This design comes from an exercise in tuning for small area and a short achievable clock period on the open sky130 flow, not from production work. Function was checked by simulation only, so behaviour that the tests miss may differ from the original.

$ cat flow/config.mk
export PLATFORM = sky130hd
export DESIGN_NAME = simple_ntt_core
export DESIGN_NICKNAME = simple_ntt_core
export VERILOG_FILES = /design/flow/design.v
export SDC_FILE = /design/flow/constraint.sdc
export NUM_CORES = 4
export LEC_CHECK = 0
export CAP_MARGIN = 20
export CORE_MARGIN = 2
export CORE_UTILIZATION = 65
export CTS_BUF_LIST = sky130_fd_sc_hd__clkbuf_8
export PLACE_DENSITY = 0.75
export SLEW_MARGIN = 70
export SYNTH_HIERARCHICAL = 1
export SYNTH_MINIMUM_KEEP_SIZE = 0
$ cat flow/constraint.sdc
create_clock -name core_clock -period 55.0 [get_ports {clk}]
set_input_delay 11.0000 -clock core_clock [delete_from_list [all_inputs] [get_ports {clk}]]
set_output_delay 11.0000 -clock core_clock [all_outputs]
set_load 0.01 [all_outputs]
$ cat flow/design.v
module simple_ntt_core #(
  parameter int data_width      = 32,
  parameter int max_buffer_size = 4,
  parameter int modulus         = 3329,
  parameter int root            = 1729
) (
  input  logic                               clk,
  input  logic                               reset,
  input  logic [data_width-1:0]              input_buffer0,
  input  logic [data_width-1:0]              input_buffer1,
  input  logic [data_width-1:0]              input_buffer2,
  input  logic [data_width-1:0]              input_buffer3,
  input  logic [$clog2(max_buffer_size)-1:0] index,
  output logic [data_width-1:0]              output_buffer
);
  logic [19:0] rs;
  logic [19:0] rt;
  logic [1:0] k_r;
  logic v_r;
  wire k0x = index[0];
  wire x1 = input_buffer2[0] ^ k0x;
  wire x2 = input_buffer2[1] ^ k0x;
  wire x3 = input_buffer2[2] ^ k0x;
  wire x4 = input_buffer2[3] ^ k0x;
  wire x5 = input_buffer2[4] ^ k0x;
  wire x6 = input_buffer2[5] ^ k0x;
  wire x7 = input_buffer2[6] ^ k0x;
  wire x8 = input_buffer2[7] ^ k0x;
  wire x9 = input_buffer2[8] ^ k0x;
  wire x10 = input_buffer2[9] ^ k0x;
  wire x11 = input_buffer2[10] ^ k0x;
  wire x12 = input_buffer2[11] ^ k0x;
  wire x13 = input_buffer2[12] ^ k0x;
  wire x14 = input_buffer2[13] ^ k0x;
  wire x15 = input_buffer2[14] ^ k0x;
  wire x16 = input_buffer2[15] ^ k0x;
  wire x17 = input_buffer2[16] ^ k0x;
  wire x18 = input_buffer2[17] ^ k0x;
  wire x19 = input_buffer2[18] ^ k0x;
  wire x20 = input_buffer2[19] ^ k0x;
  wire x21 = input_buffer2[20] ^ k0x;
  wire x22 = input_buffer2[21] ^ k0x;
  wire x23 = input_buffer2[22] ^ k0x;
  wire x24 = input_buffer2[23] ^ k0x;
  wire x25 = input_buffer2[24] ^ k0x;
  wire x26 = input_buffer2[25] ^ k0x;
  wire x27 = input_buffer2[26] ^ k0x;
  wire x28 = input_buffer2[27] ^ k0x;
  wire x29 = input_buffer2[28] ^ k0x;
  wire x30 = input_buffer2[29] ^ k0x;
  wire x31 = input_buffer2[30] ^ k0x;
  wire x32 = input_buffer2[31] ^ k0x;
  wire s33, c33;
  ntt_ha u33 (.a(input_buffer0[10]), .b(x11), .s(s33), .co(c33));
  wire s34, c34;
  ntt_fa u34 (.a(input_buffer0[11]), .b(x12), .c(c33), .s(s34), .co(c34));
  wire s35, c35;
  ntt_fa u35 (.a(input_buffer0[12]), .b(x13), .c(c34), .s(s35), .co(c35));
  wire s36, c36;
  ntt_fa u36 (.a(input_buffer0[13]), .b(x14), .c(c35), .s(s36), .co(c36));
  wire s37, c37;
  ntt_fa u37 (.a(input_buffer0[14]), .b(x15), .c(c36), .s(s37), .co(c37));
  wire s38, c38;
  ntt_ha u38 (.a(input_buffer0[15]), .b(x16), .s(s38), .co(c38));
  wire s39, c39;
  ntt_fa u39 (.a(input_buffer0[16]), .b(x17), .c(c38), .s(s39), .co(c39));
  wire s40, c40;
  ntt_fa u40 (.a(input_buffer0[17]), .b(x18), .c(c39), .s(s40), .co(c40));
  wire s41, c41;
  ntt_fa u41 (.a(input_buffer0[18]), .b(x19), .c(c40), .s(s41), .co(c41));
  wire s42, c42;
  ntt_fa u42 (.a(input_buffer0[19]), .b(x20), .c(c41), .s(s42), .co(c42));
  wire s43, c43;
  ntt_ha u43 (.a(input_buffer0[20]), .b(x21), .s(s43), .co(c43));
  wire s44, c44;
  ntt_fa u44 (.a(input_buffer0[21]), .b(x22), .c(c43), .s(s44), .co(c44));
  wire s45, c45;
  ntt_fa u45 (.a(input_buffer0[22]), .b(x23), .c(c44), .s(s45), .co(c45));
  wire s46, c46;
  ntt_fa u46 (.a(input_buffer0[23]), .b(x24), .c(c45), .s(s46), .co(c46));
  wire s47, c47;
  ntt_fa u47 (.a(input_buffer0[24]), .b(x25), .c(c46), .s(s47), .co(c47));
  wire s48, c48;
  ntt_ha u48 (.a(input_buffer0[25]), .b(x26), .s(s48), .co(c48));
  wire s49, c49;
  ntt_fa u49 (.a(input_buffer0[26]), .b(x27), .c(c48), .s(s49), .co(c49));
  wire s50, c50;
  ntt_fa u50 (.a(input_buffer0[27]), .b(x28), .c(c49), .s(s50), .co(c50));
  wire s51, c51;
  ntt_fa u51 (.a(input_buffer0[28]), .b(x29), .c(c50), .s(s51), .co(c51));
  wire s52, c52;
  ntt_fa u52 (.a(input_buffer0[29]), .b(x30), .c(c51), .s(s52), .co(c52));
  wire s53, c53;
  ntt_ha u53 (.a(input_buffer0[30]), .b(x31), .s(s53), .co(c53));
  wire s54, c54;
  ntt_fa u54 (.a(input_buffer0[31]), .b(x32), .c(c53), .s(s54), .co(c54));
  wire s55, c55;
  ntt_fa u55 (.a(input_buffer0[0]), .b(k0x), .c(x1), .s(s55), .co(c55));
  wire s56, c56;
  ntt_fa u56 (.a(s43), .b(s55), .c(s49), .s(s56), .co(c56));
  wire i57 = ~s35;
  wire s58, c58;
  ntt_fa u58 (.a(i57), .b(s56), .c(s41), .s(s58), .co(c58));
  wire s59, c59;
  ntt_fa u59 (.a(c42), .b(s52), .c(s58), .s(s59), .co(c59));
  wire s60, c60;
  ntt_fa u60 (.a(input_buffer0[1]), .b(x2), .c(s53), .s(s60), .co(c60));
  wire s61, c61;
  ntt_fa u61 (.a(c55), .b(s44), .c(s60), .s(s61), .co(c61));
  wire i62 = ~s38;
  wire s63, c63;
  ntt_fa u63 (.a(i62), .b(s50), .c(c56), .s(s63), .co(c63));
  wire i64 = ~s36;
  wire s65, c65;
  ntt_fa u65 (.a(s61), .b(i64), .c(s63), .s(s65), .co(c65));
  wire s66, c66;
  ntt_fa u66 (.a(c52), .b(s42), .c(c58), .s(s66), .co(c66));
  wire s67, c67;
  ntt_fa u67 (.a(s65), .b(c59), .c(s66), .s(s67), .co(c67));
  wire s68, c68;
  ntt_fa u68 (.a(input_buffer0[2]), .b(x3), .c(s43), .s(s68), .co(c68));
  wire s69, c69;
  ntt_fa u69 (.a(s54), .b(c60), .c(s68), .s(s69), .co(c69));
  wire s70, c70;
  ntt_fa u70 (.a(s45), .b(c61), .c(s69), .s(s70), .co(c70));
  wire i71 = ~s39;
  wire s72, c72;
  ntt_fa u72 (.a(i71), .b(s51), .c(c63), .s(s72), .co(c72));
  wire s73, c73;
  ntt_fa u73 (.a(s70), .b(c42), .c(c65), .s(s73), .co(c73));
  wire i74 = ~s37;
  wire s75, c75;
  ntt_fa u75 (.a(i74), .b(s72), .c(c66), .s(s75), .co(c75));
  wire s76, c76;
  ntt_ha u76 (.a(s73), .b(c67), .s(s76), .co(c76));
  wire s77, c77;
  ntt_fa u77 (.a(input_buffer0[3]), .b(x4), .c(i62), .s(s77), .co(c77));
  wire s78, c78;
  ntt_fa u78 (.a(c54), .b(s44), .c(c68), .s(s78), .co(c78));
  wire s79, c79;
  ntt_fa u79 (.a(s77), .b(s78), .c(c69), .s(s79), .co(c79));
  wire s80, c80;
  ntt_fa u80 (.a(s46), .b(c70), .c(s79), .s(s80), .co(c80));
  wire i81 = ~s52;
  wire s82, c82;
  ntt_fa u82 (.a(s40), .b(c37), .c(i81), .s(s82), .co(c82));
  wire s83, c83;
  ntt_fa u83 (.a(c72), .b(s80), .c(c73), .s(s83), .co(c83));
  wire s84, c84;
  ntt_fa u84 (.a(c75), .b(s83), .c(c76), .s(s84), .co(c84));
  wire s85, c85;
  ntt_fa u85 (.a(input_buffer0[4]), .b(x5), .c(s53), .s(s85), .co(c85));
  wire s86, c86;
  ntt_fa u86 (.a(i71), .b(c77), .c(s85), .s(s86), .co(c86));
  wire s87, c87;
  ntt_fa u87 (.a(s45), .b(c78), .c(s86), .s(s87), .co(c87));
  wire s88, c88;
  ntt_fa u88 (.a(c79), .b(s87), .c(c52), .s(s88), .co(c88));
  wire i89 = ~s41;
  wire s90, c90;
  ntt_fa u90 (.a(i89), .b(s47), .c(c80), .s(s90), .co(c90));
  wire i91 = ~c82;
  wire s92, c92;
  ntt_fa u92 (.a(s88), .b(i91), .c(s90), .s(s92), .co(c92));
  wire s93, c93;
  ntt_ha u93 (.a(c83), .b(s92), .s(s93), .co(c93));
  wire s94, c94;
  ntt_fa u94 (.a(input_buffer0[5]), .b(x6), .c(s48), .s(s94), .co(c94));
  wire s95, c95;
  ntt_fa u95 (.a(s54), .b(c85), .c(s94), .s(s95), .co(c95));
  wire i96 = ~s40;
  wire s97, c97;
  ntt_fa u97 (.a(i96), .b(c86), .c(s95), .s(s97), .co(c97));
  wire s98, c98;
  ntt_fa u98 (.a(s46), .b(c87), .c(s97), .s(s98), .co(c98));
  wire s99, c99;
  ntt_fa u99 (.a(c47), .b(c88), .c(s98), .s(s99), .co(c99));
  wire i100 = ~s42;
  wire s101, c101;
  ntt_fa u101 (.a(i100), .b(c90), .c(s99), .s(s101), .co(c101));
  wire s102, c102;
  ntt_ha u102 (.a(c92), .b(s101), .s(s102), .co(c102));
  wire i103 = ~s43;
  wire s104, c104;
  ntt_fa u104 (.a(input_buffer0[6]), .b(x7), .c(i103), .s(s104), .co(c104));
  wire s105, c105;
  ntt_fa u105 (.a(c54), .b(s49), .c(c94), .s(s105), .co(c105));
  wire s106, c106;
  ntt_fa u106 (.a(s104), .b(s105), .c(c95), .s(s106), .co(c106));
  wire s107, c107;
  ntt_fa u107 (.a(i89), .b(c97), .c(s106), .s(s107), .co(c107));
  wire s108, c108;
  ntt_fa u108 (.a(s47), .b(c98), .c(s107), .s(s108), .co(c108));
  wire i109 = ~c42;
  wire s110, c110;
  ntt_fa u110 (.a(i109), .b(c99), .c(s108), .s(s110), .co(c110));
  wire s111, c111;
  ntt_ha u111 (.a(s110), .b(c101), .s(s111), .co(c111));
  wire s112, c112;
  ntt_fa u112 (.a(input_buffer0[7]), .b(x8), .c(s48), .s(s112), .co(c112));
  wire i113 = ~s44;
  wire s114, c114;
  ntt_fa u114 (.a(i113), .b(c104), .c(s112), .s(s114), .co(c114));
  wire s115, c115;
  ntt_fa u115 (.a(s50), .b(c105), .c(s114), .s(s115), .co(c115));
  wire s116, c116;
  ntt_fa u116 (.a(c106), .b(s115), .c(c47), .s(s116), .co(c116));
  wire s117, c117;
  ntt_fa u117 (.a(i100), .b(c107), .c(s116), .s(s117), .co(c117));
  wire s118, c118;
  ntt_fa u118 (.a(c108), .b(s117), .c(c110), .s(s118), .co(c118));
  wire s119, c119;
  ntt_fa u119 (.a(input_buffer0[8]), .b(x9), .c(c112), .s(s119), .co(c119));
  wire i120 = ~s119;
  wire s121, c121;
  ntt_fa u121 (.a(s35), .b(s45), .c(i120), .s(s121), .co(c121));
  wire s122, c122;
  ntt_fa u122 (.a(c114), .b(s41), .c(s51), .s(s122), .co(c122));
  wire s123, c123;
  ntt_fa u123 (.a(s121), .b(s37), .c(s52), .s(s123), .co(c123));
  wire s124, c124;
  ntt_fa u124 (.a(c115), .b(s122), .c(c116), .s(s124), .co(c124));
  wire i125 = ~s123;
  wire s126, c126;
  ntt_fa u126 (.a(i125), .b(c117), .c(s124), .s(s126), .co(c126));
  wire s127, c127;
  ntt_fa u127 (.a(input_buffer0[9]), .b(x10), .c(i62), .s(s127), .co(c127));
  wire i128 = ~s127;
  wire s129, c129;
  ntt_fa u129 (.a(s53), .b(s49), .c(i128), .s(s129), .co(c129));
  wire s130, c130;
  ntt_fa u130 (.a(s129), .b(s36), .c(s46), .s(s130), .co(c130));
  wire s131, c131;
  ntt_fa u131 (.a(c119), .b(s42), .c(c122), .s(s131), .co(c131));
  wire s132, c132;
  ntt_fa u132 (.a(c121), .b(c37), .c(c52), .s(s132), .co(c132));
  wire s133, c133;
  ntt_fa u133 (.a(s130), .b(c123), .c(s132), .s(s133), .co(c133));
  wire i134 = ~s133;
  wire s135, c135;
  ntt_fa u135 (.a(s131), .b(c124), .c(i134), .s(s135), .co(c135));
  wire i136 = ~s33;
  wire s137, c137;
  ntt_fa u137 (.a(i136), .b(s39), .c(s54), .s(s137), .co(c137));
  wire i138 = ~s50;
  wire s139, c139;
  ntt_fa u139 (.a(c127), .b(s35), .c(i138), .s(s139), .co(c139));
  wire s140, c140;
  ntt_fa u140 (.a(s137), .b(c129), .c(s41), .s(s140), .co(c140));
  wire s141, c141;
  ntt_fa u141 (.a(s47), .b(c130), .c(s140), .s(s141), .co(c141));
  wire i142 = ~c132;
  wire s143, c143;
  ntt_fa u143 (.a(s139), .b(i142), .c(c131), .s(s143), .co(c143));
  wire i144 = ~s143;
  wire s145, c145;
  ntt_fa u145 (.a(s141), .b(c133), .c(i144), .s(s145), .co(c145));
  wire i146 = ~s34;
  wire s147, c147;
  ntt_fa u147 (.a(s48), .b(c54), .c(i146), .s(s147), .co(c147));
  wire s148, c148;
  ntt_fa u148 (.a(s40), .b(c137), .c(s147), .s(s148), .co(c148));
  wire i149 = ~s51;
  wire s150, c150;
  ntt_fa u150 (.a(s36), .b(i149), .c(c139), .s(s150), .co(c150));
  wire s151, c151;
  ntt_fa u151 (.a(s148), .b(c47), .c(s42), .s(s151), .co(c151));
  wire s152, c152;
  ntt_fa u152 (.a(c140), .b(c141), .c(s151), .s(s152), .co(c152));
  wire i153 = ~s152;
  wire s154, c154;
  ntt_fa u154 (.a(s150), .b(c143), .c(i153), .s(s154), .co(c154));
  wire i155 = ~c150;
  wire s156, c156;
  ntt_fa u156 (.a(c147), .b(c148), .c(i155), .s(s156), .co(c156));
  wire s157, c157;
  ntt_fa u157 (.a(c151), .b(s156), .c(c152), .s(s157), .co(c157));
  wire s158, c158;
  ntt_ha u158 (.a(i74), .b(s59), .s(s158), .co(c158));
  wire i159 = ~c37;
  wire s160, c160;
  ntt_fa u160 (.a(i159), .b(s67), .c(c158), .s(s160), .co(c160));
  wire s161, c161;
  ntt_fa u161 (.a(s75), .b(s76), .c(c160), .s(s161), .co(c161));
  wire i162 = ~s82;
  wire s163, c163;
  ntt_fa u163 (.a(i162), .b(s84), .c(c161), .s(s163), .co(c163));
  wire s164, c164;
  ntt_ha u164 (.a(c84), .b(s93), .s(s164), .co(c164));
  wire s165, c165;
  ntt_fa u165 (.a(c93), .b(s102), .c(c164), .s(s165), .co(c165));
  wire s166, c166;
  ntt_ha u166 (.a(c102), .b(s111), .s(s166), .co(c166));
  wire s167, c167;
  ntt_fa u167 (.a(c111), .b(s118), .c(c166), .s(s167), .co(c167));
  wire s168, c168;
  ntt_ha u168 (.a(c118), .b(s126), .s(s168), .co(c168));
  wire s169, c169;
  ntt_fa u169 (.a(c126), .b(s135), .c(c168), .s(s169), .co(c169));
  wire i170 = ~s145;
  wire s171, c171;
  ntt_ha u171 (.a(i170), .b(c135), .s(s171), .co(c171));
  wire i172 = ~c145;
  wire s173, c173;
  ntt_fa u173 (.a(i172), .b(s154), .c(c171), .s(s173), .co(c173));
  wire i174 = ~s157;
  wire s175, c175;
  ntt_ha u175 (.a(i174), .b(c154), .s(s175), .co(c175));
  wire i176 = ~c175;
  wire s177, c177;
  ntt_fa u177 (.a(c156), .b(c157), .c(i176), .s(s177), .co(c177));
  wire x178 = input_buffer3[0] ^ k0x;
  wire x179 = input_buffer3[1] ^ k0x;
  wire x180 = input_buffer3[2] ^ k0x;
  wire x181 = input_buffer3[3] ^ k0x;
  wire x182 = input_buffer3[4] ^ k0x;
  wire x183 = input_buffer3[5] ^ k0x;
  wire x184 = input_buffer3[6] ^ k0x;
  wire x185 = input_buffer3[7] ^ k0x;
  wire x186 = input_buffer3[8] ^ k0x;
  wire x187 = input_buffer3[9] ^ k0x;
  wire x188 = input_buffer3[10] ^ k0x;
  wire x189 = input_buffer3[11] ^ k0x;
  wire x190 = input_buffer3[12] ^ k0x;
  wire x191 = input_buffer3[13] ^ k0x;
  wire x192 = input_buffer3[14] ^ k0x;
  wire x193 = input_buffer3[15] ^ k0x;
  wire x194 = input_buffer3[16] ^ k0x;
  wire x195 = input_buffer3[17] ^ k0x;
  wire x196 = input_buffer3[18] ^ k0x;
  wire x197 = input_buffer3[19] ^ k0x;
  wire x198 = input_buffer3[20] ^ k0x;
  wire x199 = input_buffer3[21] ^ k0x;
  wire x200 = input_buffer3[22] ^ k0x;
  wire x201 = input_buffer3[23] ^ k0x;
  wire x202 = input_buffer3[24] ^ k0x;
  wire x203 = input_buffer3[25] ^ k0x;
  wire x204 = input_buffer3[26] ^ k0x;
  wire x205 = input_buffer3[27] ^ k0x;
  wire x206 = input_buffer3[28] ^ k0x;
  wire x207 = input_buffer3[29] ^ k0x;
  wire x208 = input_buffer3[30] ^ k0x;
  wire x209 = input_buffer3[31] ^ k0x;
  wire s210, c210;
  ntt_ha u210 (.a(input_buffer1[10]), .b(x188), .s(s210), .co(c210));
  wire s211, c211;
  ntt_fa u211 (.a(input_buffer1[11]), .b(x189), .c(c210), .s(s211), .co(c211));
  wire s212, c212;
  ntt_fa u212 (.a(input_buffer1[12]), .b(x190), .c(c211), .s(s212), .co(c212));
  wire s213, c213;
  ntt_fa u213 (.a(input_buffer1[13]), .b(x191), .c(c212), .s(s213), .co(c213));
  wire s214, c214;
  ntt_fa u214 (.a(input_buffer1[14]), .b(x192), .c(c213), .s(s214), .co(c214));
  wire s215, c215;
  ntt_ha u215 (.a(input_buffer1[15]), .b(x193), .s(s215), .co(c215));
  wire s216, c216;
  ntt_fa u216 (.a(input_buffer1[16]), .b(x194), .c(c215), .s(s216), .co(c216));
  wire s217, c217;
  ntt_fa u217 (.a(input_buffer1[17]), .b(x195), .c(c216), .s(s217), .co(c217));
  wire s218, c218;
  ntt_fa u218 (.a(input_buffer1[18]), .b(x196), .c(c217), .s(s218), .co(c218));
  wire s219, c219;
  ntt_fa u219 (.a(input_buffer1[19]), .b(x197), .c(c218), .s(s219), .co(c219));
  wire s220, c220;
  ntt_ha u220 (.a(input_buffer1[20]), .b(x198), .s(s220), .co(c220));
  wire s221, c221;
  ntt_fa u221 (.a(input_buffer1[21]), .b(x199), .c(c220), .s(s221), .co(c221));
  wire s222, c222;
  ntt_fa u222 (.a(input_buffer1[22]), .b(x200), .c(c221), .s(s222), .co(c222));
  wire s223, c223;
  ntt_fa u223 (.a(input_buffer1[23]), .b(x201), .c(c222), .s(s223), .co(c223));
  wire s224, c224;
  ntt_fa u224 (.a(input_buffer1[24]), .b(x202), .c(c223), .s(s224), .co(c224));
  wire s225, c225;
  ntt_ha u225 (.a(input_buffer1[25]), .b(x203), .s(s225), .co(c225));
  wire s226, c226;
  ntt_fa u226 (.a(input_buffer1[26]), .b(x204), .c(c225), .s(s226), .co(c226));
  wire s227, c227;
  ntt_fa u227 (.a(input_buffer1[27]), .b(x205), .c(c226), .s(s227), .co(c227));
  wire s228, c228;
  ntt_fa u228 (.a(input_buffer1[28]), .b(x206), .c(c227), .s(s228), .co(c228));
  wire s229, c229;
  ntt_fa u229 (.a(input_buffer1[29]), .b(x207), .c(c228), .s(s229), .co(c229));
  wire s230, c230;
  ntt_ha u230 (.a(input_buffer1[30]), .b(x208), .s(s230), .co(c230));
  wire s231, c231;
  ntt_fa u231 (.a(input_buffer1[31]), .b(x209), .c(c230), .s(s231), .co(c231));
  wire s232, c232;
  ntt_fa u232 (.a(input_buffer1[0]), .b(k0x), .c(x178), .s(s232), .co(c232));
  wire s233, c233;
  ntt_fa u233 (.a(s220), .b(s232), .c(s226), .s(s233), .co(c233));
  wire i234 = ~s212;
  wire s235, c235;
  ntt_fa u235 (.a(i234), .b(s233), .c(s218), .s(s235), .co(c235));
  wire s236, c236;
  ntt_fa u236 (.a(c219), .b(s229), .c(s235), .s(s236), .co(c236));
  wire s237, c237;
  ntt_fa u237 (.a(input_buffer1[1]), .b(x179), .c(s230), .s(s237), .co(c237));
  wire s238, c238;
  ntt_fa u238 (.a(c232), .b(s221), .c(s237), .s(s238), .co(c238));
  wire i239 = ~s215;
  wire s240, c240;
  ntt_fa u240 (.a(i239), .b(s227), .c(c233), .s(s240), .co(c240));
  wire i241 = ~s213;
  wire s242, c242;
  ntt_fa u242 (.a(s238), .b(i241), .c(s240), .s(s242), .co(c242));
  wire s243, c243;
  ntt_fa u243 (.a(c229), .b(s219), .c(c235), .s(s243), .co(c243));
  wire s244, c244;
  ntt_fa u244 (.a(s242), .b(c236), .c(s243), .s(s244), .co(c244));
  wire s245, c245;
  ntt_fa u245 (.a(input_buffer1[2]), .b(x180), .c(s220), .s(s245), .co(c245));
  wire s246, c246;
  ntt_fa u246 (.a(s231), .b(c237), .c(s245), .s(s246), .co(c246));
  wire s247, c247;
  ntt_fa u247 (.a(s222), .b(c238), .c(s246), .s(s247), .co(c247));
  wire i248 = ~s216;
  wire s249, c249;
  ntt_fa u249 (.a(i248), .b(s228), .c(c240), .s(s249), .co(c249));
  wire s250, c250;
  ntt_fa u250 (.a(s247), .b(c219), .c(c242), .s(s250), .co(c250));
  wire i251 = ~s214;
  wire s252, c252;
  ntt_fa u252 (.a(i251), .b(s249), .c(c243), .s(s252), .co(c252));
  wire s253, c253;
  ntt_ha u253 (.a(s250), .b(c244), .s(s253), .co(c253));
  wire s254, c254;
  ntt_fa u254 (.a(input_buffer1[3]), .b(x181), .c(i239), .s(s254), .co(c254));
  wire s255, c255;
  ntt_fa u255 (.a(c231), .b(s221), .c(c245), .s(s255), .co(c255));
  wire s256, c256;
  ntt_fa u256 (.a(s254), .b(s255), .c(c246), .s(s256), .co(c256));
  wire s257, c257;
  ntt_fa u257 (.a(s223), .b(c247), .c(s256), .s(s257), .co(c257));
  wire i258 = ~s229;
  wire s259, c259;
  ntt_fa u259 (.a(s217), .b(c214), .c(i258), .s(s259), .co(c259));
  wire s260, c260;
  ntt_fa u260 (.a(c249), .b(s257), .c(c250), .s(s260), .co(c260));
  wire s261, c261;
  ntt_fa u261 (.a(c252), .b(s260), .c(c253), .s(s261), .co(c261));
  wire s262, c262;
  ntt_fa u262 (.a(input_buffer1[4]), .b(x182), .c(s230), .s(s262), .co(c262));
  wire s263, c263;
  ntt_fa u263 (.a(i248), .b(c254), .c(s262), .s(s263), .co(c263));
  wire s264, c264;
  ntt_fa u264 (.a(s222), .b(c255), .c(s263), .s(s264), .co(c264));
  wire s265, c265;
  ntt_fa u265 (.a(c256), .b(s264), .c(c229), .s(s265), .co(c265));
  wire i266 = ~s218;
  wire s267, c267;
  ntt_fa u267 (.a(i266), .b(s224), .c(c257), .s(s267), .co(c267));
  wire i268 = ~c259;
  wire s269, c269;
  ntt_fa u269 (.a(s265), .b(i268), .c(s267), .s(s269), .co(c269));
  wire s270, c270;
  ntt_ha u270 (.a(c260), .b(s269), .s(s270), .co(c270));
  wire s271, c271;
  ntt_fa u271 (.a(input_buffer1[5]), .b(x183), .c(s225), .s(s271), .co(c271));
  wire s272, c272;
  ntt_fa u272 (.a(s231), .b(c262), .c(s271), .s(s272), .co(c272));
  wire i273 = ~s217;
  wire s274, c274;
  ntt_fa u274 (.a(i273), .b(c263), .c(s272), .s(s274), .co(c274));
  wire s275, c275;
  ntt_fa u275 (.a(s223), .b(c264), .c(s274), .s(s275), .co(c275));
  wire s276, c276;
  ntt_fa u276 (.a(c224), .b(c265), .c(s275), .s(s276), .co(c276));
  wire i277 = ~s219;
  wire s278, c278;
  ntt_fa u278 (.a(i277), .b(c267), .c(s276), .s(s278), .co(c278));
  wire s279, c279;
  ntt_ha u279 (.a(c269), .b(s278), .s(s279), .co(c279));
  wire i280 = ~s220;
  wire s281, c281;
  ntt_fa u281 (.a(input_buffer1[6]), .b(x184), .c(i280), .s(s281), .co(c281));
  wire s282, c282;
  ntt_fa u282 (.a(c231), .b(s226), .c(c271), .s(s282), .co(c282));
  wire s283, c283;
  ntt_fa u283 (.a(s281), .b(s282), .c(c272), .s(s283), .co(c283));
  wire s284, c284;
  ntt_fa u284 (.a(i266), .b(c274), .c(s283), .s(s284), .co(c284));
  wire s285, c285;
  ntt_fa u285 (.a(s224), .b(c275), .c(s284), .s(s285), .co(c285));
  wire i286 = ~c219;
  wire s287, c287;
  ntt_fa u287 (.a(i286), .b(c276), .c(s285), .s(s287), .co(c287));
  wire s288, c288;
  ntt_ha u288 (.a(s287), .b(c278), .s(s288), .co(c288));
  wire s289, c289;
  ntt_fa u289 (.a(input_buffer1[7]), .b(x185), .c(s225), .s(s289), .co(c289));
  wire i290 = ~s221;
  wire s291, c291;
  ntt_fa u291 (.a(i290), .b(c281), .c(s289), .s(s291), .co(c291));
  wire s292, c292;
  ntt_fa u292 (.a(s227), .b(c282), .c(s291), .s(s292), .co(c292));
  wire s293, c293;
  ntt_fa u293 (.a(c283), .b(s292), .c(c224), .s(s293), .co(c293));
  wire s294, c294;
  ntt_fa u294 (.a(i277), .b(c284), .c(s293), .s(s294), .co(c294));
  wire s295, c295;
  ntt_fa u295 (.a(c285), .b(s294), .c(c287), .s(s295), .co(c295));
  wire s296, c296;
  ntt_fa u296 (.a(input_buffer1[8]), .b(x186), .c(c289), .s(s296), .co(c296));
  wire i297 = ~s296;
  wire s298, c298;
  ntt_fa u298 (.a(s212), .b(s222), .c(i297), .s(s298), .co(c298));
  wire s299, c299;
  ntt_fa u299 (.a(c291), .b(s218), .c(s228), .s(s299), .co(c299));
  wire s300, c300;
  ntt_fa u300 (.a(s298), .b(s214), .c(s229), .s(s300), .co(c300));
  wire s301, c301;
  ntt_fa u301 (.a(c292), .b(s299), .c(c293), .s(s301), .co(c301));
  wire i302 = ~s300;
  wire s303, c303;
  ntt_fa u303 (.a(i302), .b(c294), .c(s301), .s(s303), .co(c303));
  wire s304, c304;
  ntt_fa u304 (.a(input_buffer1[9]), .b(x187), .c(i239), .s(s304), .co(c304));
  wire i305 = ~s304;
  wire s306, c306;
  ntt_fa u306 (.a(s230), .b(s226), .c(i305), .s(s306), .co(c306));
  wire s307, c307;
  ntt_fa u307 (.a(s306), .b(s213), .c(s223), .s(s307), .co(c307));
  wire s308, c308;
  ntt_fa u308 (.a(c296), .b(s219), .c(c299), .s(s308), .co(c308));
  wire s309, c309;
  ntt_fa u309 (.a(c298), .b(c214), .c(c229), .s(s309), .co(c309));
  wire s310, c310;
  ntt_fa u310 (.a(s307), .b(c300), .c(s309), .s(s310), .co(c310));
  wire i311 = ~s310;
  wire s312, c312;
  ntt_fa u312 (.a(s308), .b(c301), .c(i311), .s(s312), .co(c312));
  wire i313 = ~s210;
  wire s314, c314;
  ntt_fa u314 (.a(i313), .b(s216), .c(s231), .s(s314), .co(c314));
  wire i315 = ~s227;
  wire s316, c316;
  ntt_fa u316 (.a(c304), .b(s212), .c(i315), .s(s316), .co(c316));
  wire s317, c317;
  ntt_fa u317 (.a(s314), .b(c306), .c(s218), .s(s317), .co(c317));
  wire s318, c318;
  ntt_fa u318 (.a(s224), .b(c307), .c(s317), .s(s318), .co(c318));
  wire i319 = ~c309;
  wire s320, c320;
  ntt_fa u320 (.a(s316), .b(i319), .c(c308), .s(s320), .co(c320));
  wire i321 = ~s320;
  wire s322, c322;
  ntt_fa u322 (.a(s318), .b(c310), .c(i321), .s(s322), .co(c322));
  wire i323 = ~s211;
  wire s324, c324;
  ntt_fa u324 (.a(s225), .b(c231), .c(i323), .s(s324), .co(c324));
  wire s325, c325;
  ntt_fa u325 (.a(s217), .b(c314), .c(s324), .s(s325), .co(c325));
  wire i326 = ~s228;
  wire s327, c327;
  ntt_fa u327 (.a(s213), .b(i326), .c(c316), .s(s327), .co(c327));
  wire s328, c328;
  ntt_fa u328 (.a(s325), .b(c224), .c(s219), .s(s328), .co(c328));
  wire s329, c329;
  ntt_fa u329 (.a(c317), .b(c318), .c(s328), .s(s329), .co(c329));
  wire i330 = ~s329;
  wire s331, c331;
  ntt_fa u331 (.a(s327), .b(c320), .c(i330), .s(s331), .co(c331));
  wire i332 = ~c327;
  wire s333, c333;
  ntt_fa u333 (.a(c324), .b(c325), .c(i332), .s(s333), .co(c333));
  wire s334, c334;
  ntt_fa u334 (.a(c328), .b(s333), .c(c329), .s(s334), .co(c334));
  wire s335, c335;
  ntt_ha u335 (.a(i251), .b(s236), .s(s335), .co(c335));
  wire i336 = ~c214;
  wire s337, c337;
  ntt_fa u337 (.a(i336), .b(s244), .c(c335), .s(s337), .co(c337));
  wire s338, c338;
  ntt_fa u338 (.a(s252), .b(s253), .c(c337), .s(s338), .co(c338));
  wire i339 = ~s259;
  wire s340, c340;
  ntt_fa u340 (.a(i339), .b(s261), .c(c338), .s(s340), .co(c340));
  wire s341, c341;
  ntt_ha u341 (.a(c261), .b(s270), .s(s341), .co(c341));
  wire s342, c342;
  ntt_fa u342 (.a(c270), .b(s279), .c(c341), .s(s342), .co(c342));
  wire s343, c343;
  ntt_ha u343 (.a(c279), .b(s288), .s(s343), .co(c343));
  wire s344, c344;
  ntt_fa u344 (.a(c288), .b(s295), .c(c343), .s(s344), .co(c344));
  wire s345, c345;
  ntt_ha u345 (.a(c295), .b(s303), .s(s345), .co(c345));
  wire s346, c346;
  ntt_fa u346 (.a(c303), .b(s312), .c(c345), .s(s346), .co(c346));
  wire i347 = ~s322;
  wire s348, c348;
  ntt_ha u348 (.a(i347), .b(c312), .s(s348), .co(c348));
  wire i349 = ~c322;
  wire s350, c350;
  ntt_fa u350 (.a(i349), .b(s331), .c(c348), .s(s350), .co(c350));
  wire i351 = ~s334;
  wire s352, c352;
  ntt_ha u352 (.a(i351), .b(c331), .s(s352), .co(c352));
  wire i353 = ~c352;
  wire s354, c354;
  ntt_fa u354 (.a(c333), .b(c334), .c(i353), .s(s354), .co(c354));
  always_ff @(posedge clk) begin
    rs <= {c177, s177, s175, c173, s173, s171, c169, s169, s168, c167, s167, s166, c165, s165, s164, c163, s163, s161, s160, s158};
    rt <= {c354, s354, s352, c350, s350, s348, c346, s346, s345, c344, s344, s343, c342, s342, s341, c340, s340, s338, s337, s335};
    k_r <= index;
  end
  always_ff @(posedge clk or posedge reset) begin
    if (reset) v_r <= 1'b0;
    else       v_r <= 1'b1;
  end
  wire x355 = rt[0] ^ k_r[1];
  wire x356 = rt[1] ^ k_r[1];
  wire x357 = rt[2] ^ k_r[1];
  wire x358 = rt[3] ^ k_r[1];
  wire x359 = rt[4] ^ k_r[1];
  wire x360 = rt[5] ^ k_r[1];
  wire x361 = rt[6] ^ k_r[1];
  wire x362 = rt[7] ^ k_r[1];
  wire x363 = rt[8] ^ k_r[1];
  wire x364 = rt[9] ^ k_r[1];
  wire x365 = rt[10] ^ k_r[1];
  wire x366 = rt[11] ^ k_r[1];
  wire x367 = rt[12] ^ k_r[1];
  wire x368 = rt[13] ^ k_r[1];
  wire x369 = rt[14] ^ k_r[1];
  wire x370 = rt[15] ^ k_r[1];
  wire x371 = rt[16] ^ k_r[1];
  wire x372 = rt[17] ^ k_r[1];
  wire x373 = rt[18] ^ k_r[1];
  wire x374 = rt[19] ^ k_r[1];
  wire m375 = (k_r[0] ? x356 : x355);
  wire m376 = (k_r[0] ? ~x365 : x374);
  wire m377 = k_r[0] & ~x366;
  wire m378 = (k_r[0] ? x357 : x356);
  wire m379 = (k_r[0] ? ~x364 : x373);
  wire m380 = k_r[0] & ~x367;
  wire m381 = k_r[0] & ~x374;
  wire m382 = (k_r[0] ? x358 : x357);
  wire m383 = (k_r[0] ? ~x365 : x374);
  wire m384 = k_r[0] & ~x366;
  wire m385 = k_r[0] & ~x368;
  wire m386 = k_r[0] & ~x369;
  wire m387 = (k_r[0] ? x359 : x358);
  wire m388 = k_r[0] & x360;
  wire m389 = k_r[0] & ~x367;
  wire m390 = k_r[0] & ~x370;
  wire m391 = (k_r[0] ? x361 : x359);
  wire m392 = (k_r[0] ? ~x368 : x360);
  wire m393 = k_r[0] & ~x369;
  wire m394 = k_r[0] & ~x371;
  wire m395 = k_r[0] & ~x372;
  wire m396 = (k_r[0] ? x362 : x361);
  wire m397 = k_r[0] & x363;
  wire m398 = k_r[0] & ~x370;
  wire m399 = k_r[0] & x373;
  wire m400 = (k_r[0] ? ~x355 : x362);
  wire m401 = (k_r[0] ? x364 : x363);
  wire m402 = k_r[0] & ~x371;
  wire m403 = k_r[0] & ~x372;
  wire m404 = k_r[0] & x374;
  wire m405 = (k_r[0] ? x356 : x364);
  wire m406 = k_r[0] & ~x365;
  wire m407 = k_r[0] & ~x366;
  wire m408 = k_r[0] & x373;
  wire m409 = (k_r[0] ? ~x374 : x374);
  wire m410 = (k_r[0] ? x357 : x365);
  wire m411 = (k_r[0] ? ~x367 : x366);
  wire m412 = (k_r[0] ? x355 : x367);
  wire m413 = (k_r[0] ? x358 : x373);
  wire m414 = k_r[0] & ~x364;
  wire m415 = k_r[0] & ~x368;
  wire m416 = k_r[0] & ~x369;
  wire m417 = (k_r[0] ? x359 : x368);
  wire m418 = (k_r[0] ? x360 : x369);
  wire m419 = k_r[0] & ~x370;
  wire m420 = (k_r[0] ? ~x355 : x370);
  wire m421 = (k_r[0] ? x361 : ~x373);
  wire m422 = k_r[0] & x364;
  wire m423 = k_r[0] & ~x371;
  wire m424 = k_r[0] & ~x372;
  wire m425 = k_r[0] & x374;
  wire m426 = (k_r[0] ? x362 : x371);
  wire m427 = (k_r[0] ? x363 : x372);
  wire m428 = k_r[0] & x373;
  wire kc429 = (k_r[1] ? (k_r[0] ? 1'b0 : 1'b0) : (k_r[0] ? 1'b1 : 1'b1));
  wire kc430 = (k_r[1] ? (k_r[0] ? 1'b0 : 1'b0) : (k_r[0] ? 1'b1 : 1'b0));
  wire kc431 = (k_r[1] ? (k_r[0] ? 1'b1 : 1'b0) : (k_r[0] ? 1'b1 : 1'b0));
  wire kc432 = (k_r[1] ? (k_r[0] ? 1'b0 : 1'b1) : (k_r[0] ? 1'b1 : 1'b1));
  wire kc433 = (k_r[1] ? (k_r[0] ? 1'b0 : 1'b1) : (k_r[0] ? 1'b0 : 1'b1));
  wire kc434 = (k_r[1] ? (k_r[0] ? 1'b0 : 1'b0) : (k_r[0] ? 1'b0 : 1'b1));
  wire kc435 = (k_r[1] ? (k_r[0] ? 1'b0 : 1'b1) : (k_r[0] ? 1'b1 : 1'b0));
  wire kc436 = (k_r[1] ? (k_r[0] ? 1'b0 : 1'b1) : (k_r[0] ? 1'b1 : 1'b0));
  wire kc437 = (k_r[1] ? (k_r[0] ? 1'b0 : 1'b0) : (k_r[0] ? 1'b1 : 1'b0));
  wire kc438 = (k_r[1] ? (k_r[0] ? 1'b0 : 1'b1) : (k_r[0] ? 1'b1 : 1'b1));
  wire s439, c439;
  ntt_fa u439 (.a(rs[0]), .b(rs[19]), .c(kc429), .s(s439), .co(c439));
  wire s440, c440;
  ntt_fa u440 (.a(m375), .b(m376), .c(m377), .s(s440), .co(c440));
  wire s441, c441;
  ntt_fa u441 (.a(rs[1]), .b(rs[18]), .c(kc430), .s(s441), .co(c441));
  wire s442, c442;
  ntt_fa u442 (.a(m378), .b(m379), .c(m380), .s(s442), .co(c442));
  wire s443, c443;
  ntt_fa u443 (.a(m381), .b(c439), .c(s441), .s(s443), .co(c443));
  wire s444, c444;
  ntt_ha u444 (.a(c440), .b(s442), .s(s444), .co(c444));
  wire s445, c445;
  ntt_fa u445 (.a(rs[2]), .b(rs[19]), .c(kc431), .s(s445), .co(c445));
  wire s446, c446;
  ntt_fa u446 (.a(m382), .b(m383), .c(m384), .s(s446), .co(c446));
  wire s447, c447;
  ntt_fa u447 (.a(m385), .b(m386), .c(c441), .s(s447), .co(c447));
  wire s448, c448;
  ntt_fa u448 (.a(s445), .b(c442), .c(s446), .s(s448), .co(c448));
  wire s449, c449;
  ntt_fa u449 (.a(c443), .b(s447), .c(c444), .s(s449), .co(c449));
  wire s450, c450;
  ntt_fa u450 (.a(rs[3]), .b(m387), .c(m388), .s(s450), .co(c450));
  wire s451, c451;
  ntt_fa u451 (.a(m389), .b(m390), .c(c445), .s(s451), .co(c451));
  wire s452, c452;
  ntt_fa u452 (.a(c446), .b(s450), .c(c447), .s(s452), .co(c452));
  wire s453, c453;
  ntt_fa u453 (.a(s451), .b(c448), .c(s452), .s(s453), .co(c453));
  wire s454, c454;
  ntt_fa u454 (.a(rs[4]), .b(rs[5]), .c(kc432), .s(s454), .co(c454));
  wire s455, c455;
  ntt_fa u455 (.a(m391), .b(m392), .c(m393), .s(s455), .co(c455));
  wire s456, c456;
  ntt_fa u456 (.a(m394), .b(m395), .c(s454), .s(s456), .co(c456));
  wire s457, c457;
  ntt_fa u457 (.a(c450), .b(s455), .c(c451), .s(s457), .co(c457));
  wire s458, c458;
  ntt_fa u458 (.a(s456), .b(c452), .c(s457), .s(s458), .co(c458));
  wire s459, c459;
  ntt_fa u459 (.a(rs[6]), .b(kc433), .c(m396), .s(s459), .co(c459));
  wire s460, c460;
  ntt_fa u460 (.a(m397), .b(m398), .c(m399), .s(s460), .co(c460));
  wire s461, c461;
  ntt_fa u461 (.a(c454), .b(c455), .c(s459), .s(s461), .co(c461));
  wire s462, c462;
  ntt_fa u462 (.a(s460), .b(c456), .c(c457), .s(s462), .co(c462));
  wire s463, c463;
  ntt_ha u463 (.a(s461), .b(c458), .s(s463), .co(c463));
  wire s464, c464;
  ntt_fa u464 (.a(rs[7]), .b(rs[8]), .c(kc434), .s(s464), .co(c464));
  wire s465, c465;
  ntt_fa u465 (.a(m400), .b(m401), .c(m402), .s(s465), .co(c465));
  wire s466, c466;
  ntt_fa u466 (.a(m403), .b(m404), .c(s464), .s(s466), .co(c466));
  wire s467, c467;
  ntt_fa u467 (.a(c459), .b(c460), .c(s465), .s(s467), .co(c467));
  wire s468, c468;
  ntt_fa u468 (.a(s466), .b(c461), .c(s467), .s(s468), .co(c468));
  wire s469, c469;
  ntt_ha u469 (.a(c462), .b(s468), .s(s469), .co(c469));
  wire s470, c470;
  ntt_fa u470 (.a(rs[9]), .b(kc435), .c(m405), .s(s470), .co(c470));
  wire s471, c471;
  ntt_fa u471 (.a(m406), .b(m407), .c(m408), .s(s471), .co(c471));
  wire s472, c472;
  ntt_fa u472 (.a(c464), .b(c465), .c(s470), .s(s472), .co(c472));
  wire s473, c473;
  ntt_fa u473 (.a(s471), .b(c466), .c(c467), .s(s473), .co(c473));
  wire s474, c474;
  ntt_fa u474 (.a(s472), .b(c468), .c(s473), .s(s474), .co(c474));
  wire s475, c475;
  ntt_fa u475 (.a(rs[10]), .b(rs[11]), .c(rs[19]), .s(s475), .co(c475));
  wire s476, c476;
  ntt_fa u476 (.a(kc436), .b(s475), .c(m409), .s(s476), .co(c476));
  wire s477, c477;
  ntt_fa u477 (.a(m410), .b(m411), .c(c470), .s(s477), .co(c477));
  wire s478, c478;
  ntt_fa u478 (.a(c471), .b(s476), .c(c472), .s(s478), .co(c478));
  wire s479, c479;
  ntt_fa u479 (.a(s477), .b(c473), .c(s478), .s(s479), .co(c479));
  wire s480, c480;
  ntt_fa u480 (.a(rs[12]), .b(rs[18]), .c(kc437), .s(s480), .co(c480));
  wire s481, c481;
  ntt_fa u481 (.a(c475), .b(m412), .c(m413), .s(s481), .co(c481));
  wire s482, c482;
  ntt_fa u482 (.a(m414), .b(m415), .c(m416), .s(s482), .co(c482));
  wire s483, c483;
  ntt_fa u483 (.a(s480), .b(c476), .c(s481), .s(s483), .co(c483));
  wire s484, c484;
  ntt_fa u484 (.a(s482), .b(c477), .c(s483), .s(s484), .co(c484));
  wire s485, c485;
  ntt_ha u485 (.a(c478), .b(s484), .s(s485), .co(c485));
  wire s486 = rs[13] ^ rs[14];
  wire c487 = rs[13] | rs[14];
  wire s488, c488;
  ntt_fa u488 (.a(m417), .b(m418), .c(m419), .s(s488), .co(c488));
  wire s489, c489;
  ntt_fa u489 (.a(c480), .b(c481), .c(c482), .s(s489), .co(c489));
  wire s490, c490;
  ntt_fa u490 (.a(s488), .b(c483), .c(s489), .s(s490), .co(c490));
  wire i491 = ~s486;
  wire s492, c492;
  ntt_fa u492 (.a(i491), .b(c484), .c(s490), .s(s492), .co(c492));
  wire s493, c493;
  ntt_fa u493 (.a(rs[15]), .b(c487), .c(kc438), .s(s493), .co(c493));
  wire s494, c494;
  ntt_fa u494 (.a(m420), .b(m421), .c(m422), .s(s494), .co(c494));
  wire s495, c495;
  ntt_fa u495 (.a(m423), .b(m424), .c(m425), .s(s495), .co(c495));
  wire s496, c496;
  ntt_fa u496 (.a(s493), .b(c488), .c(s494), .s(s496), .co(c496));
  wire i497 = ~rs[18];
  wire s498, c498;
  ntt_fa u498 (.a(i497), .b(s495), .c(c489), .s(s498), .co(c498));
  wire s499, c499;
  ntt_fa u499 (.a(s496), .b(s498), .c(c490), .s(s499), .co(c499));
  wire s500, c500;
  ntt_fa u500 (.a(rs[16]), .b(rs[17]), .c(m426), .s(s500), .co(c500));
  wire s501, c501;
  ntt_fa u501 (.a(m427), .b(m428), .c(c493), .s(s501), .co(c501));
  wire s502, c502;
  ntt_fa u502 (.a(c494), .b(c495), .c(s500), .s(s502), .co(c502));
  wire s503, c503;
  ntt_fa u503 (.a(s501), .b(c496), .c(s502), .s(s503), .co(c503));
  wire s504, c504;
  ntt_ha u504 (.a(c498), .b(s503), .s(s504), .co(c504));
  wire s505, c505;
  ntt_fa u505 (.a(c500), .b(c501), .c(c502), .s(s505), .co(c505));
  wire s506, c506;
  ntt_ha u506 (.a(c503), .b(s505), .s(s506), .co(c506));
  wire s507, c507;
  ntt_ha u507 (.a(s439), .b(s440), .s(s507), .co(c507));
  wire s508, c508;
  ntt_fa u508 (.a(s443), .b(s444), .c(c507), .s(s508), .co(c508));
  wire s509, c509;
  ntt_fa u509 (.a(s448), .b(s449), .c(c508), .s(s509), .co(c509));
  wire s510, c510;
  ntt_fa u510 (.a(c449), .b(s453), .c(c509), .s(s510), .co(c510));
  wire s511, c511;
  ntt_fa u511 (.a(c453), .b(s458), .c(c510), .s(s511), .co(c511));
  wire s512, c512;
  ntt_fa u512 (.a(s462), .b(s463), .c(c511), .s(s512), .co(c512));
  wire s513, c513;
  ntt_fa u513 (.a(c463), .b(s469), .c(c512), .s(s513), .co(c513));
  wire s514, c514;
  ntt_fa u514 (.a(c469), .b(s474), .c(c513), .s(s514), .co(c514));
  wire s515, c515;
  ntt_fa u515 (.a(c474), .b(s479), .c(c514), .s(s515), .co(c515));
  wire s516, c516;
  ntt_fa u516 (.a(c479), .b(s485), .c(c515), .s(s516), .co(c516));
  wire s517, c517;
  ntt_fa u517 (.a(c485), .b(s492), .c(c516), .s(s517), .co(c517));
  wire s518, c518;
  ntt_fa u518 (.a(c492), .b(s499), .c(c517), .s(s518), .co(c518));
  wire s519, c519;
  ntt_fa u519 (.a(c499), .b(s504), .c(c518), .s(s519), .co(c519));
  wire s520, c520;
  ntt_fa u520 (.a(c504), .b(s506), .c(c519), .s(s520), .co(c520));
  wire s521, c521;
  ntt_fa u521 (.a(c505), .b(c506), .c(c520), .s(s521), .co(c521));
  wire [4:0] hv522 = {c521, s521, s520, s519, s518};
  logic [11:0] tv;
  always_comb begin
    case (hv522)
      5'd0: tv = 12'd0;
      5'd1: tv = 12'd2048;
      5'd2: tv = 12'd767;
      5'd3: tv = 12'd2815;
      5'd4: tv = 12'd1534;
      5'd5: tv = 12'd253;
      5'd6: tv = 12'd2301;
      5'd7: tv = 12'd1020;
      5'd8: tv = 12'd3068;
      5'd9: tv = 12'd1787;
      5'd10: tv = 12'd506;
      5'd11: tv = 12'd2554;
      5'd12: tv = 12'd1273;
      5'd13: tv = 12'd3321;
      5'd14: tv = 12'd2040;
      5'd15: tv = 12'd759;
      5'd16: tv = 12'd2807;
      5'd17: tv = 12'd1526;
      5'd18: tv = 12'd245;
      5'd19: tv = 12'd2293;
      5'd20: tv = 12'd1012;
      5'd21: tv = 12'd3060;
      5'd22: tv = 12'd1779;
      5'd23: tv = 12'd498;
      5'd24: tv = 12'd2546;
      5'd25: tv = 12'd1265;
      default: tv = 12'd0;
    endcase
  end
  wire s523, c523;
  ntt_ha u523 (.a(s507), .b(tv[0]), .s(s523), .co(c523));
  wire s524, c524;
  ntt_fa u524 (.a(s508), .b(tv[1]), .c(c523), .s(s524), .co(c524));
  wire s525, c525;
  ntt_fa u525 (.a(s509), .b(tv[2]), .c(c524), .s(s525), .co(c525));
  wire s526, c526;
  ntt_fa u526 (.a(s510), .b(tv[3]), .c(c525), .s(s526), .co(c526));
  wire s527, c527;
  ntt_fa u527 (.a(s511), .b(tv[4]), .c(c526), .s(s527), .co(c527));
  wire s528, c528;
  ntt_fa u528 (.a(s512), .b(tv[5]), .c(c527), .s(s528), .co(c528));
  wire s529, c529;
  ntt_fa u529 (.a(s513), .b(tv[6]), .c(c528), .s(s529), .co(c529));
  wire s530, c530;
  ntt_fa u530 (.a(s514), .b(tv[7]), .c(c529), .s(s530), .co(c530));
  wire s531, c531;
  ntt_fa u531 (.a(s515), .b(tv[8]), .c(c530), .s(s531), .co(c531));
  wire s532, c532;
  ntt_fa u532 (.a(s516), .b(tv[9]), .c(c531), .s(s532), .co(c532));
  wire s533, c533;
  ntt_fa u533 (.a(s517), .b(tv[10]), .c(c532), .s(s533), .co(c533));
  wire s534, c534;
  ntt_ha u534 (.a(tv[11]), .b(c533), .s(s534), .co(c534));
  wire [12:0] y535 = {c534, s534, s533, s532, s531, s530, s529, s528, s527, s526, s525, s524, s523};
  logic [12:0] y_r;
  always_ff @(posedge clk or posedge reset) begin
    if (reset) y_r <= '0;
    else       y_r <= y535 & {13{v_r}};
  end
  wire [13:0] yq = {1'b0, y_r} - 14'd3329;
  assign output_buffer = {20'd0, yq[13] ? y_r[11:0] : yq[11:0]};
endmodule
module ntt_fa (input logic a, input logic b, input logic c, output logic s, output logic co);
  assign s  = a ^ b ^ c;
  assign co = (a & b) | (a & c) | (b & c);
endmodule
module ntt_ha (input logic a, input logic b, output logic s, output logic co);
  assign s  = a ^ b;
  assign co = a & b;
endmodule
$ cat flow/flow/run.sh
#!/bin/bash
# The standard layout (standard.sh), except that the port buffers are
# made from the smallest buffer cell and the constant outputs share one tie cell.
export BUFFER_PORTS_ARGS="-buffer_cell sky130_fd_sc_hd__buf_1"
export SKIP_REPAIR_TIE_FANOUT=1
bash standard.sh > standard.log 2>&1
$ cat flow/standard.sh
#!/bin/bash
# synth_recipe.tcl (not shown) runs the flow's synth.tcl, then flattens the netlist and writes it again
# the make line also repeats each setting of config.mk as NAME=value (left out here)
make -C /OpenROAD-flow-scripts/flow DESIGN_CONFIG=/design/flow/config.mk WORK_HOME=/design/flow/orfs CLKGATE_MAP_FILE= SYNTH_SCRIPT=/design/flow/synth_recipe.tcl "${@:-finish}"
==> metrics.md, run 1 <==
| Metric | Value |
|---|---|
| Status | complete, no violations |
| Fmax | 0.06403 GHz |
| Post-synth ARST share | 25.00% |
| Worst-Skew Late Latency | 0.33 ns |
| CP Class | input port to flip-flop |
| Layout cells sized above 1 | 3.563% |
| Cell variety after synth | 39 |
| Critical path data arrival time | 15.82 ns |
| Final setup fails | 0 |
| DIE WIDTH | 126.7 µm |
| Hold crit path type | flip-flop to flip-flop |
| Synth Instances | 757 |
| Max incr delay on CP | approximately 0.65 ns |
| First-pass GRT wire length | 33490 µm |
| Area delta synth->final | 7.406% |
| CTS tree | yes |
| Top cells by area, synth | fa_1 57%, dfxtp_1 8.6%, ha_1 7.0% |
| Most frequent cell after synthesis | fa_1 |
| Post-DP HPWL | roughly 19000 µm |
| Hold Vio Cnt, Final | 0 |
| Skew final | 0.01268 ns |
| Via Count | roughly 5600 |
| Top_reg_cell synth | dfxtp_1 |
| Post-route design area | ~11000 µm² |
| Minimum clock period | 15.62 ns |
| Gpl congestion | 0.9270 |
| Mean Syn Cell Area | 12.92 µm² |
| Register bit count reported by yosys | between 50 and 60 |
| RSZ-0062 raised after global routing | false |
| Hold_ws | 0.7343 ns |
| Residual DRC | 0 |
| # clock sinks | 56 |
| Top cells by count, synth | 280 x fa_1, 78 x inv_1, 74 x xor2_1 |
| CORE AREA | 14640 µm² |
| Most frequent CP cell | fa_1 |
| Sequential area share after synthesis | 12.18% |
| Fin nets | 1336 |
| Drt wl/cell | between 15 and 20 µm |
| Die ar. | 16050 µm² |
| Final core occ | 71.74% |
| Kind of start point of the critical path | input port |
| Maxcap violations | 0 |
| Yosys top cell area share | roughly 57% |
| DP Area | 10390 µm² |
| Initial core utilization | 66.80% |
| Port Buffers | 143 |
| CP Data Required Time | about 55 ns |
| I/O Pins | 164 |
| DRT Pass-1 Iters | 4 |
| Ys Warns | 7 |
| Die Ht | approximately 130 µm |
| Via density | between 5 and 6 |
| CP max-delay cell | fa_1 |
| Post-synth design cell area | between 9000 and 10000 µm² |
| ANT cells | 0 |
| Vias in the first global route | between 6000 and 7000 |
| Fillers | 1022 |
| Cell taking the most area after synthesis | fa_1 |
| Setup TNS | 0 ns |
| Overall Global Routing Usage | 27.66% |
| Core Rows | 44 |
| Post-CTS Setup Inserts | 0 |
| Clock slew seen by the registers of the worst setup and hold paths | 0.11 ns |
| CTS Buffer Depth | 2 |
| CTS resizes | 0 |
| Initial antenna violation count | 0 |
| DRT iter0 DRCs | a little over 200 |
| Routed Antenna Nets | 0 |
| Pins Over Slew Limit | 0 |
| Hold buffers post-CTS | 0 |
| Clock Tree Root | clkbuf_8 |
| Wirelength, routed | 20270 µm |
| Final worst path period share | 28.40% |
| Post-synth EDFFs | 0 |
| CTS buffer count | 5 |
| H-Tree Depth | 2 |
| Crit Path Max Fanout | 67 |
| CP Cell Sequence | clkbuf_16 -> xor2_1 -> ha_1 -> fa_1 -> fa_1 -> fa_1 -> fa_1 -> fa_1 -> fa_1 -> fa_1 -> fa_1 -> fa_1 |
| Worst Setup End Kind | flip-flop |
| Largest net degree at the start of global routing | 68 |
| Net count after synthesis | 1224 |
| Congestion Overflow GR | 0 |
## registers in the layout, summed over array words and instances, names as in the netlist
register and cells:
v_r 1, rs 20, rt 20, y_r 13
k_r 2
## final cells by class
| type | instances | area, µm² | share of cell area, % |
|---|---|---|---|
| inverter | 80 | 301.5 | 2.870 |
| clock buffer | 5 | 68.82 | 0.6550 |
| timing repair buffer | 146 | 598.1 | 5.693 |
| sequential | 56 | 1195 | 11.37 |
| clock inverter | 3 | 33.78 | 0.3215 |
| multi-input combinational | 580 | 8079 | 76.90 |
| tap | 184 | 230.2 | 2.191 |
## final timing paths
kind	startpoint	to	slack [ns]	cells past startpoint
worst max-delay path	index[0]	rt[3]	39.38	12
worst min-delay path	v_r	y_r[1]	0.73	1
worst max register to register	k_r[0]	y_r[11]	41.56	37
worst min register to register	v_r	y_r[1]	0.73	1
max in group asynchronous	reset	y_r[7]	44.21	2
min in group asynchronous	reset	y_r[6]	10.57	2
## layer usage
metal,vias up,track usage [%],wire length (µm)
li1,2511,-,-
met1,2900,35.48,8075
met2,175,51.03,11010
met3,27,2.615,673
met4,0,7.498,504
met5,-,0,0
## critical path, delay by kind of cell
kind                     cells  cell delay [ns]
adder cells (fa/ha/maj)     10             4.29
buffers and inverters        1             0.27
XOR/XNOR                     1             0.23
## Yosys stat by module (local to each module, per instance)
module / flops+latches / copies in the design
simple_ntt_core: 56 / 1
ntt_fa: 0 / 280
ntt_ha: 0 / 39
## through the flow
stage | worst slack (ns) | cells
after global routing | 39.22 | 1054
after CTS | 39.40 | 1053
after detailed placement | 39.05 | 1045
after global placement | 38.62 | 1044
final | 39.38 | 1054
after floorplan | 39.11 | 757
## layout by cell type, fill, tap and decap left out, drive strengths merged, types with 6 or more instances in the layout
| master | instances |
|---|---|
| buf | 145 |
| nor2 | 26 |
| o21ai | 18 |
| and2 | 14 |
| nand2 | 18 |
| inv | 80 |
| dfxtp | 42 |
| xor2 | 74 |
| fa | 280 |
| xnor2 | 35 |
| a21oi | 16 |
| clkbuf | 6 |
| dfrtp | 14 |
| mux2i | 13 |
| ha | 55 |
## cells by family after synthesis
family	synth area share, %
flops	12.18
simple gates	3.645
xor+xnor	9.759
other cells	0.07677
fa+ha+maj	64.34
compound gates	2.827
mux	1.560
buf+inv	5.615
==> run 2, diff against run 1 <==
--- a/flow/config.mk
+++ b/flow/config.mk
@@ -10,6 +10,6 @@
 export CORE_UTILIZATION = 65
 export CTS_BUF_LIST = sky130_fd_sc_hd__clkbuf_8
 export PLACE_DENSITY = 0.75
-export SLEW_MARGIN = 70
+export SLEW_MARGIN = 85
 export SYNTH_HIERARCHICAL = 1
 export SYNTH_MINIMUM_KEEP_SIZE = 0
==> metrics.md, run 2 <==
| Metric | Value |
|---|---|
| Crit Path Max Fanout | 13 (-81%) |
| Final core occ | 83.92% (+12 points) |
| Synth Instances | 757 (unchanged) |
| Post-synth ARST share | 25.00% (unchanged) |
| First-pass GRT wire length | 38750 µm (+16%) |
| Cell variety after synth | 39 (unchanged) |
| DP Area | 11940 µm² (+15%) |
| Mean Syn Cell Area | 12.92 µm² (unchanged) |
| Layout cells sized above 1 | 26.69% (+23 points) |
| Drt wl/cell | 23.58 µm (+23%) |
| Initial antenna violation count | 1 (+1) |
| RSZ-0062 raised after global routing | false |
| Post-route design area | 12290 µm² (+17%) |
| Sequential area share after synthesis | 12.18% (unchanged) |
| Hold_ws | 0.6564 ns (-0.07792 ns) |
| Gpl congestion | 0.9270 (unchanged) |
| Setup TNS | 0 ns (unchanged) |
| Register bit count reported by yosys | 56 (unchanged) |
| Post-DP HPWL | 21940 µm (+16%) |
| XOR/XNOR share of the synthesized area | 9.760% (unchanged) |
| Fmax | 0.06227 GHz (-2.7%) |
| Cell taking the most area after synthesis | fa_1 |
| CORE AREA | 14640 µm² (unchanged) |
| Hold crit path type | flip-flop to flip-flop |
| Port Buffers | 143 (unchanged) |
| Status | complete, no violations |
| Via density | 5.659 (+6.3%) |
| Residual DRC | 0 (unchanged) |
| Synth Area in Compound Gates | 2.827% (unchanged) |
| Kind of start point of the critical path | input port |
| Top_reg_cell synth | dfxtp_1 |
| CTS resizes | 0 (unchanged) |
| Most frequent cell after synthesis | fa_1 |
| Adder-Cell Fraction of Synth Area | 64.34% (unchanged) |
| Simple-gate area share of the yosys netlist | 3.645% (unchanged) |
| Commonest cells after routing, fill and taps aside | 246 x fa_1, 131 x buf_1, 74 x inv_1 |
| CP max-delay cell | fa_2 |
| Post-synth EDFFs | 0 (unchanged) |
| Vias in the first global route | 7623 (+13%) |
| Wirelength, routed | 25660 µm (+27%) |
| Yosys top cell area share | 57.30% (unchanged) |
| Main combinational cell family by area after synthesis | adder cells |
| Top cells by area, synth | fa_1 57%, dfxtp_1 8.6%, ha_1 7.0% |
| Max incr delay on CP | 0.62 ns (-0.03 ns) |
| CTS buffer count | 5 (unchanged) |
| Most frequent CP cell | fa_1 |
| Post-synth design cell area | 9782 µm² (unchanged) |
| Net count after synthesis | 1224 (unchanged) |
| Final setup fails | 0 (unchanged) |
| # clock sinks | 56 (unchanged) |
| Fin nets | 1369 (+2.5%) |
| Clock Tree Root | clkbuf_8 |
| Post-synthesis mux area share | 1.561% (unchanged) |
| CP Class | input port to flip-flop |
| Final worst path period share | 29.20% (+0.80 points) |
| CP Cell Sequence | clkbuf_16 -> buf_12 -> buf_12 -> buf_12 -> xor2_1 -> ha_1 -> fa_1 -> fa_2 -> fa_2 -> fa_1 -> fa_1 -> fa_1 -> fa_1 -> fa_1 -> fa_1 |
| Via Count | 6157 (+9.7%) |
| CP Data Required Time | 55.21 ns (about the same) |
| Commonest non-fill, non-tap cell in the layout | fa_1 |
| Congestion Overflow GR | 0 (unchanged) |
| Routed Antenna Nets | 0 (unchanged) |
| Largest regs | rs x20, rt x20, y_r x13 |
| Die ar. | 16050 µm² (unchanged) |
| Critical path data arrival time | 16.27 ns (+0.45 ns) |
| Largest net degree at the start of global routing | 23 (-66%) |
| Worst-Skew Late Latency | 0.33 ns (about the same) |
| Overall Global Routing Usage | 32.54% (+4.9 points) |
| Pins Over Slew Limit | 0 (unchanged) |
| Hold buffers post-CTS | 0 (unchanged) |
| Area delta synth->final | 25.63% |
| Core Rows | 44 (unchanged) |
| Clock slew seen by the registers of the worst setup and hold paths | 0.11 ns (about the same) |
| Initial core utilization | 66.80% (unchanged) |
| Worst Setup End Kind | flip-flop |
| DRT Pass-1 Iters | 4 (unchanged) |
| Die Ht | 126.7 µm (unchanged) |
| DIE WIDTH | 126.7 µm (unchanged) |
| Hold Vio Cnt, Final | 0 (unchanged) |
| Post-CTS Setup Inserts | 0 (unchanged) |
| Ys Warns | 7 (unchanged) |
| CTS Buffer Depth | 2 (unchanged) |
| Top cells by count, synth | 280 x fa_1, 78 x inv_1, 74 x xor2_1 |
| CTS tree | yes |
| Skew final | 0.007046 ns (-0.005636 ns) |
| Fillers | 655 (-36%) |
| H-Tree Depth | 2 (unchanged) |
| I/O Pins | 164 (unchanged) |
| DRT iter0 DRCs | 297 (+43%) |
| Minimum clock period | 16.06 ns (+0.4416 ns) |
| Maxcap violations | 0 (unchanged) |
==> run 2: cell counts after synthesis <==
No cell type changed its count.
==> run 2: layer usage <==
layer | GRT usage (%) | wire length (µm)
met1 | 37.42 | 8675
met2 | 60.41 | 13870
met3 | 5.609 | 1597
met4 | 13.70 | 1514
met5 | 0 | 0
==> run 2: worst max-delay path: cells and delay by family <==
family | cells | cell delay, ns
XOR/XNOR | 1 | 0.11
buffers and inverters | 4 | 0.87
adder cells (fa/ha/maj) | 10 | 4.25
==> run 2: stage by stage <==
stage | setup slack, ns | std cells
6_report | 38.94 | 1088
5_1_grt | 38.80 | 1088
3_3_place_gp | 38.62 | 1044
3_5_place_dp | 38.60 | 1071
2_1_floorplan | 39.11 | 757
4_1_cts | 38.95 | 1079
==> run 2: cell type report <==
class	instances	area, µm²	share of cell area, %
flip-flops and latches	56	1210	9.845
multi-input cells	580	9498	77.29
inverters	80	316.6	2.576
repair buffers	179	939.7	7.646
clock inverters	3	23.77	0.1934
diodes	1	2.502	0.02036
clock buffers	5	68.82	0.5600
well taps	184	230.2	1.873
==> run 2: path summary, 6_finish.rpt <==
path                                from       to  slack, ns  cells past startpoint
worst max-delay path            index[0]    rt[3]      38.94                     15
worst min-delay path                 v_r   y_r[9]       0.66                      1
worst max register to register    k_r[0]  y_r[11]      41.50                     42
worst min register to register       v_r   y_r[9]       0.66                      1
max in group asynchronous          reset      v_r      44.26                      2
min in group asynchronous          reset   y_r[6]      10.56                      2
==> run 2: cell families after synthesis <==
kind of cell / count (synthesis)
DFF: 56
other: 2
AOI/OAI and AO/OA: 47
and+or+nand+nor: 73
adders and majority gates: 335
xor gates and xnor gates: 109
muxes: 14
buffers and inverters: 121
==> run 2: per-module statistics from Yosys (local to each module, per instance) <==
module,cells inside,copies in the design,flip-flops and latches
ntt_fa,1,280,0
simple_ntt_core,438,1,56
ntt_ha,1,39,0

-- port drivers added, routing unchanged --
No port has a modelled driver above. Below, the same layouts with a new extraction and two added sets of constraints. Step 1 assumes that a clkbuf_16 drives the clock port and a buf_2 every other input. Step 2 moves the port delays by t, midway between the first and last clock arrival at a register: inputs arrive t later, outputs are due t later. That takes back most of the time a late clock gives input paths. a / b / c = ideal / step 1 / step 2; a / b = the first two.
run	shift t [ns]	slack for setup (ns)	hold slack, ns	worst data-port slew with drivers (ns)
run 1	0.358	39.382 / 39.374 / 39.016	0.734 / 0.734 / 0.734	0.07
run 2	0.357	38.941 / 38.916 / 38.559	0.656 / 0.656 / 0.656	0.08
After both steps every run listed still meets setup and hold. For run 2, which loses most, drivers alone change the setup slack by -0.025 ns; drivers and shift together by -0.382 ns.
